Source: an optimization exercise on an open RTL-to-GDS flow (aim: small area, a short achievable clock period and few clock cycles per item). Production flows keep margins and buffers that such runs may drop.
Where RTL was checked, it was by simulation tests only, not by an equivalence proof against the original.

==> fjord: inputs <==
## rgb_matrix_row_scan_controller
module rgb_matrix_row_scan_controller
#(
    parameter int COLUMNS   = rmrs_pkg::RMRS_COLUMNS,
    parameter int ROWS      = rmrs_pkg::RMRS_ROWS,
    parameter int CHANNELS  = rmrs_pkg::RMRS_CHANNELS,
    parameter int MSG_DEPTH = rmrs_pkg::RMRS_MSG_DEPTH
) (
    input  wire logic        i_clk,
    input  wire logic        i_rst_n,
    input  wire logic        start,
    input  rmrs_pkg::t_req             i_req,
    output logic             busy,
    input  wire logic        i_cfg_valid,
    output logic             o_cfg_ready,
    input  wire logic [11:0] i_cfg_data,
    output logic             o_res_strobe,
    output rmrs_pkg::t_res             o_res
);
clock: 7.0 ns
lec_check: 0
cap_margin: 20
core_margin: 2
core_utilization: 70
cts_buf_list: sky130_fd_sc_hd__clkbuf_4 sky130_fd_sc_hd__clkbuf_8
setup_slack_margin: 4.0
slew_margin: 20
synth_memory_max_bits: 16384
run.sh (not shown) runs the stock make flow with config.mk's settings and CLKGATE_MAP_FILE= SYNTH_SCRIPT=/design/flow/synth_recipe.tcl, a recipe that flattens the netlist after the stock synthesis.
==> cedar: changes against fjord <==
--- a/flow/design.v
+++ b/flow/design.v
@@ -47,45 +47,45 @@
 endpackage
 `default_nettype wire
 `default_nettype none
 module rmrs_dp
 #(
     parameter int MB = 16,
     parameter int NB  = 64 / MB,
     parameter int PW  = $clog2(MB),
-    parameter int BW  = (NB > 1) ? $clog2(NB) : 1
+    parameter int BW  = (NB > 1) ? $clog2(NB) : 1,
+    parameter int NT  = MB / 16,
+    parameter int TW  = (NT > 1) ? $clog2(NT) : 1
 ) (
     input  wire logic          i_clk,
-    input  wire logic [PW-1:0] i_phase,
-    input  wire logic          i_we,
-    input  wire logic [1:0]    i_wcolor,
-    input  wire logic [5:0]    i_windex,
+    input  wire logic [3*NB-1:0] i_we,      
     input  wire logic [7:0]    i_wdata,
     input  wire logic [2:0][BW-1:0] i_rblk,
+    input  wire logic [2:0][TW-1:0] i_rtap,
     output logic [2:0][7:0]    o_rdata
 );
     logic [2:0][NB-1:0][MB-1:0][7:0] r_ring;
     always_ff @(posedge i_clk) begin
         for (int c = 0; c < 3; c++) begin
             for (int b = 0; b < NB; b++) begin
-                if (i_we && (i_wcolor == 2'(c)) && (6'(i_windex) == 6'(b * MB + 32'(i_phase)))) begin
+                if (i_we[c*NB+b]) begin
                     r_ring[c][b][0] <= i_wdata;
                 end else begin
                     r_ring[c][b][0] <= r_ring[c][b][MB-1];
                 end
                 for (int k = 1; k < MB; k++) begin
                     r_ring[c][b][k] <= r_ring[c][b][k-1];
                 end
             end
         end
     end
     always_comb begin
         for (int c = 0; c < 3; c++) begin
-            o_rdata[c] = r_ring[c][(NB > 1) ? i_rblk[c] : '0][MB-1];
+            o_rdata[c] = r_ring[c][(NB > 1) ? i_rblk[c] : '0][MB - 1 - 16 * ((NT > 1) ? 32'(i_rtap[c]) : 0)];
         end
     end
 endmodule
 `default_nettype wire
 `default_nettype none
 module rgb_matrix_row_scan_controller
 #(
     parameter int COLUMNS   = rmrs_pkg::RMRS_COLUMNS,
@@ -103,44 +103,47 @@
     input  wire logic [11:0] i_cfg_data,
     output logic             o_res_strobe,
     output rmrs_pkg::t_res             o_res
 );
     localparam int MB = rmrs_pkg::MSG_BLOCK;
     localparam int NB = 64 / MB;
     localparam int PW = $clog2(MB);
     localparam int BW = (NB > 1) ? $clog2(NB) : 1;
+    localparam int NT = MB / 16;
+    localparam int TW = (NT > 1) ? $clog2(NT) : 1;
     localparam logic [1:0] SC_IDLE  = 2'd0;
     localparam logic [1:0] SC_WAIT  = 2'd1;
     localparam logic [1:0] SC_SHIFT = 2'd2;
     assign o_cfg_ready = 1'b1;
     logic          r_busy;
     logic [PW-1:0] r_phase;         
     logic          r_clear;         
-    logic [3:0]    r_clr_cnt;
+    logic          ph_last;         
     logic [11:0]   r_bright;
     logic          r_wb_v;
     logic          r_wb_msg;
     logic [1:0]    r_wb_color;
     logic [5:0]    r_wb_addr;
     logic [7:0]    r_wb_val;
     logic [2:0][1:0]    r_sc_st;
-    logic [2:0][9:0]    r_sc_p;     
-    logic [2:0][6:0]    r_sc_l;     
+    logic [2:0][6:0]    r_sc_s;     
+    logic [2:0][4:0]    r_sc_l;     
     logic [2:0][15:0][7:0] r_fr;
     logic [2:0][3:0]    r_cn;
     logic          r_pv;
     logic          r_pfilled;
     logic [3:0]    r_fcnt;
     logic [2:0]    r_prow;
     logic          r_pblank;
     logic [11:0]   r_pbright;
     logic [47:0]   r_pbits;
     logic [46:0]   r_asr;
     logic [11:0]   r_abright;
+    logic [3:0]    r_arow;          
     logic          r_strobe;
     logic [5:0]    r_ch;
     logic [11:0]   r_level;
     logic [7:0]    r_rowsel;
     logic          r_last;
     logic       acc;
     logic       color_ok;
     logic [2:0] cmd;
@@ -186,98 +189,112 @@
         end else if (i_cfg_valid) begin
             r_bright <= i_cfg_data;
         end
     end
     always_ff @(posedge i_clk) begin
         if (!i_rst_n) begin
             r_phase   <= '0;
             r_clear   <= 1'b1;
-            r_clr_cnt <= '0;
         end else begin
             r_phase   <= r_phase + 1'b1;
-            r_clr_cnt <= r_clr_cnt + 1'b1;
-            if (r_clr_cnt == 4'd15) r_clear <= 1'b0;
+            if (ph_last) r_clear <= 1'b0;
         end
     end
-    logic msg_hit;
-    logic [2:0] col_hit;
-    assign msg_hit = r_wb_v && r_wb_msg && (r_wb_addr[PW-1:0] == r_phase);
-    always_comb begin
-        for (int c = 0; c < 3; c++)
-            col_hit[c] = r_wb_v && !r_wb_msg && (r_wb_color == 2'(c)) && (r_wb_addr[3:0] == r_cn[c]);
+    assign ph_last = (r_phase[3:0] == 4'd15);
+    logic [3*NB-1:0] r_mwe;
+    logic [2:0]      col_hit;
+    always_ff @(posedge i_clk) begin
+        for (int c = 0; c < 3; c++) begin
+            for (int b = 0; b < NB; b++) begin
+                if (!i_rst_n) r_mwe[c*NB+b] <= 1'b0;
+                else          r_mwe[c*NB+b] <= r_wb_v && r_wb_msg && (r_wb_color == 2'(c)) &&
+                                               (32'(r_wb_addr) / MB == b) &&
+                                               (r_wb_addr[PW-1:0] == PW'(r_phase + 1'b1));
+            end
+            if (!i_rst_n) col_hit[c] <= 1'b0;
+            else          col_hit[c] <= r_wb_v && !r_wb_msg && (r_wb_color == 2'(c)) &&
+                                        (r_wb_addr[3:0] == 4'(r_cn[c] + 1'b1));
+        end
     end
     logic wb_set;
     assign wb_set = acc && color_ok && (cmd == rmrs_pkg::CMD_WRITE_COL ||
                     (cmd == rmrs_pkg::CMD_LOAD_MSG && i_req.msg_index[7:6] == 2'd0));
     always_ff @(posedge i_clk) begin
         if (!i_rst_n) begin
             r_wb_v <= 1'b0;
         end else if (wb_set) begin
             r_wb_v <= 1'b1;
-        end else if (msg_hit || col_hit[0] || col_hit[1] || col_hit[2]) begin
+        end else if ((|r_mwe) || (|col_hit)) begin
             r_wb_v <= 1'b0;
         end
     end
     always_ff @(posedge i_clk) begin
         if (!r_wb_v) begin
             r_wb_msg   <= cmd[0];
             r_wb_color <= i_req.color;
             r_wb_addr  <= cmd[0] ? i_req.msg_index[5:0] : {2'b00, i_req.column};
             r_wb_val   <= i_req.value;
         end
     end
     logic [2:0][BW-1:0] rblk;
+    logic [2:0][TW-1:0] rtap;
     logic [2:0][7:0]    rdata;
     logic [2:0][5:0]    sc_idx;
     always_comb begin
         for (int c = 0; c < 3; c++) begin
-            sc_idx[c] = r_sc_p[c][5:0] - 6'd16;
+            sc_idx[c] = {2'(r_sc_s[c][5:4] + 2'(sc_sum[c][4]) - 2'd1), sc_sum[c][3:0]};
             rblk[c]   = (NB > 1) ? BW'(sc_idx[c] >> PW) : '0;
+            rtap[c]   = (NT > 1) ? TW'(PW'(PW'(sc_idx[c]) - r_phase) >> 4) : '0;
         end
     end
     rmrs_dp #(.MB(MB)) u_dp (
         .i_clk    (i_clk),
-        .i_phase  (r_phase),
-        .i_we     (msg_hit),
-        .i_wcolor (r_wb_color),
-        .i_windex (r_wb_addr),
+        .i_we     (r_mwe),
         .i_wdata  (r_wb_val),
         .i_rblk   (rblk),
+        .i_rtap   (rtap),
         .o_rdata  (rdata)
     );
-    logic [2:0] sc_go;
-    logic [2:0] sc_valid;
+    logic [2:0]          sc_go;
+    logic [2:0]          sc_valid;
+    logic [2:0][3:0]     sc_j0;
+    logic [2:0][4:0]     sc_sum;
+    logic [6:0]          in_l;
+    logic [9:0]          in_rem;
+    logic [4:0]          in_hi;
+    assign in_l   = (i_req.msg_len[8:6] != 3'd0) ? 7'd80 : 7'(i_req.msg_len[5:0]) + 7'd16;
+    assign in_rem = 10'(in_l) - 10'(i_req.shift);
+    assign in_hi  = in_rem[9] ? 5'd0 : (in_rem > 10'd16) ? 5'd16 : 5'(in_rem);
     always_comb begin
         for (int c = 0; c < 3; c++) begin
-            sc_go[c]    = (r_sc_st[c] == SC_WAIT) && !r_wb_v &&
-                          (PW'(r_phase + 1'b1) == sc_idx[c][PW-1:0]);
-            sc_valid[c] = (r_sc_p[c] >= 10'd16) && (r_sc_p[c] < 10'(r_sc_l[c]));
+            sc_j0[c]    = 4'(r_phase + 1'b1) - 4'(r_sc_s[c]);
+            sc_go[c]    = (r_sc_st[c] == SC_WAIT) && !r_wb_v && ph_last;
+            sc_sum[c]   = 5'(r_sc_s[c][3:0]) + 5'(r_cn[c]);
+            sc_valid[c] = (sc_sum[c][4] || r_sc_s[c][6]) && (5'(r_cn[c]) < r_sc_l[c]);
         end
     end
     always_ff @(posedge i_clk) begin
         for (int c = 0; c < 3; c++) begin
             if (!i_rst_n) begin
                 r_sc_st[c] <= SC_IDLE;
             end else if (acc && cmd == rmrs_pkg::CMD_SCROLL && i_req.color == 2'(c)) begin
                 r_sc_st[c] <= SC_WAIT;
             end else if (sc_go[c]) begin
                 r_sc_st[c] <= SC_SHIFT;
-            end else if (r_sc_st[c] == SC_SHIFT && r_cn[c] == 4'd15) begin
+            end else if (r_sc_st[c] == SC_SHIFT && ph_last) begin
                 r_sc_st[c] <= SC_IDLE;
             end
         end
     end
     always_ff @(posedge i_clk) begin
         for (int c = 0; c < 3; c++) begin
             if (r_sc_st[c] == SC_IDLE) begin
-                r_sc_p[c] <= {1'b0, i_req.shift};
-                r_sc_l[c] <= (i_req.msg_len[8:6] != 3'd0) ? 7'd80 : 7'(i_req.msg_len[5:0]) + 7'd16;
-            end else if (r_sc_st[c] == SC_SHIFT) begin
-                r_sc_p[c] <= r_sc_p[c] + 1'b1;
+                r_sc_s[c] <= {(i_req.shift[8:4] != 5'd0), i_req.shift[5:0]};
+                r_sc_l[c] <= in_hi;
             end
         end
     end
     logic [2:0][7:0] fin;
     always_comb begin
         for (int c = 0; c < 3; c++) begin
             if (r_sc_st[c] == SC_SHIFT)  fin[c] = sc_valid[c] ? rdata[c] : 8'd0;
             else if (col_hit[c])         fin[c] = r_wb_val;
@@ -288,18 +305,19 @@
     always_ff @(posedge i_clk) begin
         for (int c = 0; c < 3; c++) begin
             r_fr[c][0] <= fin[c];
             for (int k = 1; k < 16; k++) r_fr[c][k] <= r_fr[c][k-1];
         end
     end
     always_ff @(posedge i_clk) begin
         for (int c = 0; c < 3; c++) begin
-            if (!i_rst_n || sc_go[c]) r_cn[c] <= 4'd0;
-            else                      r_cn[c] <= r_cn[c] + 1'b1;
+            if (!i_rst_n)      r_cn[c] <= 4'd0;
+            else if (sc_go[c]) r_cn[c] <= sc_j0[c];
+            else               r_cn[c] <= r_cn[c] + 1'b1;
         end
     end
     logic fill;
     logic [2:0] tbit;
     assign fill = unfilled && !any_scroll && !(r_wb_v && !r_wb_msg) && !r_clear;
     always_comb begin
         for (int c = 0; c < 3; c++) tbit[c] = r_fr[c][15][3'd7 - r_prow];
     end
@@ -346,25 +364,30 @@
             r_strobe <= 1'b0;
         end
     end
     always_ff @(posedge i_clk) begin
         if (run_start) begin
             r_ch      <= 6'd0;
             r_last    <= 1'b0;
             r_level   <= r_pbits[0] ? r_pbright : 12'd0;
-            r_rowsel  <= r_pblank ? 8'd0 : (8'd1 << r_prow);
+            r_arow    <= {r_pblank, r_prow};
             r_asr     <= r_pbits[47:1];
             r_abright <= r_pbright;
         end else begin
             r_ch      <= r_ch + 1'b1;
             r_last    <= (r_ch == 6'd46);
             r_level   <= r_asr[0] ? r_abright : 12'd0;
             r_asr     <= {1'b0, r_asr[46:1]};
         end
     end
     assign o_res_strobe      = r_strobe;
     assign o_res.channel     = r_ch;
     assign o_res.level       = r_level;
+    logic [3:0] nrow;
+    assign nrow = run_start ? {r_pblank, r_prow} : r_arow;
+    always_ff @(posedge i_clk) begin
+        r_rowsel <= nrow[3] ? 8'd0 : (8'd1 << nrow[2:0]);
+    end
     assign o_res.row_select  = r_rowsel;
     assign o_res.last        = r_last;
 endmodule
 `default_nettype wire
Settings changed: CTS_BUF_LIST sky130_fd_sc_hd__clkbuf_4 sky130_fd_sc_hd__clkbuf_8 to sky130_fd_sc_hd__clkbuf_16, CTS_CLUSTER_DIAMETER from default to 90, CTS_CLUSTER_SIZE from default to 27, SETUP_SLACK_MARGIN 4.0 to 4.5.
==> raven: changes against fjord <==
--- a/flow/design.v
+++ b/flow/design.v
@@ -140,17 +140,17 @@
     logic [5:0]    r_ch;
     logic [11:0]   r_level;
     logic [7:0]    r_rowsel;
     logic          r_last;
     logic       acc;
     logic       color_ok;
     logic [2:0] cmd;
     assign cmd      = i_req.cmd;
-    assign acc      = start && !r_busy;    
+    assign acc      = i_rst_n && start && !r_busy;
     assign color_ok = (i_req.color != 2'd3);
     logic any_scroll;
     logic unfilled;
     assign any_scroll = (r_sc_st[0] != SC_IDLE) || (r_sc_st[1] != SC_IDLE) || (r_sc_st[2] != SC_IDLE);
     assign unfilled   = r_pv && !r_pfilled;
     logic rdy_wcol, rdy_load, rdy_scan, rdy_any, rdy_req;
     logic [2:0] rdy_scroll;
     assign rdy_wcol = !r_wb_v && !any_scroll && !unfilled;
@@ -213,17 +213,17 @@
             r_wb_v <= 1'b0;
         end else if (wb_set) begin
             r_wb_v <= 1'b1;
         end else if (msg_hit || col_hit[0] || col_hit[1] || col_hit[2]) begin
             r_wb_v <= 1'b0;
         end
     end
     always_ff @(posedge i_clk) begin
-        if (!r_wb_v) begin
+        if (wb_set) begin
             r_wb_msg   <= cmd[0];
             r_wb_color <= i_req.color;
             r_wb_addr  <= cmd[0] ? i_req.msg_index[5:0] : {2'b00, i_req.column};
             r_wb_val   <= i_req.value;
         end
     end
     logic [2:0][BW-1:0] rblk;
     logic [2:0][7:0]    rdata;
@@ -263,17 +263,17 @@
                 r_sc_st[c] <= SC_SHIFT;
             end else if (r_sc_st[c] == SC_SHIFT && r_cn[c] == 4'd15) begin
                 r_sc_st[c] <= SC_IDLE;
             end
         end
     end
     always_ff @(posedge i_clk) begin
         for (int c = 0; c < 3; c++) begin
-            if (r_sc_st[c] == SC_IDLE) begin
+            if (acc && cmd == rmrs_pkg::CMD_SCROLL && i_req.color == 2'(c)) begin
                 r_sc_p[c] <= {1'b0, i_req.shift};
                 r_sc_l[c] <= (i_req.msg_len[8:6] != 3'd0) ? 7'd80 : 7'(i_req.msg_len[5:0]) + 7'd16;
             end else if (r_sc_st[c] == SC_SHIFT) begin
                 r_sc_p[c] <= r_sc_p[c] + 1'b1;
             end
         end
     end
     logic [2:0][7:0] fin;
@@ -318,17 +318,17 @@
                 r_pv <= 1'b0;
             end else if (fill && r_fcnt == 4'd15) begin
                 r_pfilled <= 1'b1;
             end
             if (fill) r_fcnt <= r_fcnt + 1'b1;
         end
     end
     always_ff @(posedge i_clk) begin
-        if (!r_pv) begin
+        if (acc && (cmd == rmrs_pkg::CMD_SCAN || cmd == rmrs_pkg::CMD_BLANK)) begin
             r_prow    <= i_req.row;
             r_pblank  <= (cmd == rmrs_pkg::CMD_BLANK);
             r_pbright <= (cmd == rmrs_pkg::CMD_BLANK) ? 12'd0 :
                          (i_cfg_valid ? i_cfg_data : r_bright);
         end
     end
     always_ff @(posedge i_clk) begin
         for (int ch = 0; ch < 48; ch++) begin
Settings changed: CORE_UTILIZATION 70 to 40, CTS_BUF_LIST sky130_fd_sc_hd__clkbuf_4 sky130_fd_sc_hd__clkbuf_8 to default, SETUP_SLACK_MARGIN 4.0 to default.
==> yarrow: changes against fjord <==
Settings changed: SETUP_SLACK_MARGIN 4.0 to default.
==> flow_summary.ini <==
[status]
status = finished clean

[final_layout]
final_cell_mix = dfxtp_1 (2032), mux2_2 (155), edfxtp_1 (129)
area_growth_syn_to_layout_pct = 9.997
multi_input_area_share_pct = 11.90

[logic_synthesis]
synth_top_cell_area_share_pct = 79.41
synthMuxAreaShare_pct = 4.978
yosys.area_share.simple_pct = 2.990
syn_nets = 3169

[routing]
highest_layer = met5

[floorplanning]
core_area_um2 = 73210
The numbers above come from cedar.

==> flow_summary.ini <==
[status]
status = finished clean

[logic_synthesis]
yosys.area_share.simple_pct = 3.589
synth_top_cell_area_share_pct = 77.87
syn_nets = 3230

[final_layout]
final_cell_mix = dfxtp_1 (2031), clkbuf_8 (384), edfxtp_1 (149)
multi_input_area_share_pct = 10.97
area_growth_syn_to_layout_pct = 15.90

[routing]
highest_layer = met4

[floorplanning]
core_area_um2 = 74200
The numbers above come from fjord.

==> flow_summary.ini <==
[final_layout]
multi_input_area_share_pct = 10.94
final_cell_mix = dfxtp_1 (2036), clkbuf_8 (384), edfxtp_1 (149)
buffers = 104
area_growth_syn_to_layout_pct = 15.91

[logic_synthesis]
yosys.area_share.simple_pct = 3.589
syn_nets = 3230
synthMuxAreaShare_pct = 5.247

[routing]
highest_layer = met4

[floorplanning]
core_area_um2 = 74200

[status]
status = finished clean
The numbers above come from yarrow.

==> flow_summary.ini <==
[status]
status = finished clean

[final_layout]
multi_input_area_share_pct = 10.77
final_cell_mix = dfxtp_1 (2037), clkbuf_16 (201), edfxtp_1 (149)

[routing]
highest_layer = met4

[floorplanning]
core_area_um2 = 129800

[logic_synthesis]
synth_top_cell_area_share_pct = 77.77
The numbers above come from raven.

Testbench counts of raven, summed over its fixed seeds: cycles 92,909, requests 3,156.
Function not checked in fjord, cedar and yarrow: the RTL went through the layout flow alone.

port drivers added, routing unchanged:
The results above use ideal ports. As a check the final layouts listed here were re-extracted and re-timed, cells and wires unchanged. Step 1 (the two cells are an assumption about what drives the block):
set clk [get_ports {i_clk}]
set_driving_cell -lib_cell sky130_fd_sc_hd__clkbuf_16 $clk
set_driving_cell -lib_cell sky130_fd_sc_hd__buf_2 [delete_from_list [all_inputs] $clk]
Step 2, shift: input delay + t, output delay - t, t = (earliest + latest rising clock arrival at the registers) / 2. This alone moves slack from input paths to output paths. Three values: ideal, step 1, step 2; two values: the first two.
run	t (ns)	setup WS [ns]	worst data-port slew with drivers (ns)
fjord	0.935	4.010 / 3.943 / 3.544	0.08
cedar	0.729	4.099 / 4.124 / 3.395	0.07
raven	0.831	3.174 / 3.224 / 2.393	0.09
yarrow	0.937	3.706 / 3.639 / 3.536	0.08
After both steps setup and hold are still met in every run listed. The setup slack of raven, which loses most, moves by +0.050 ns with the drivers and by -0.781 ns with both steps.
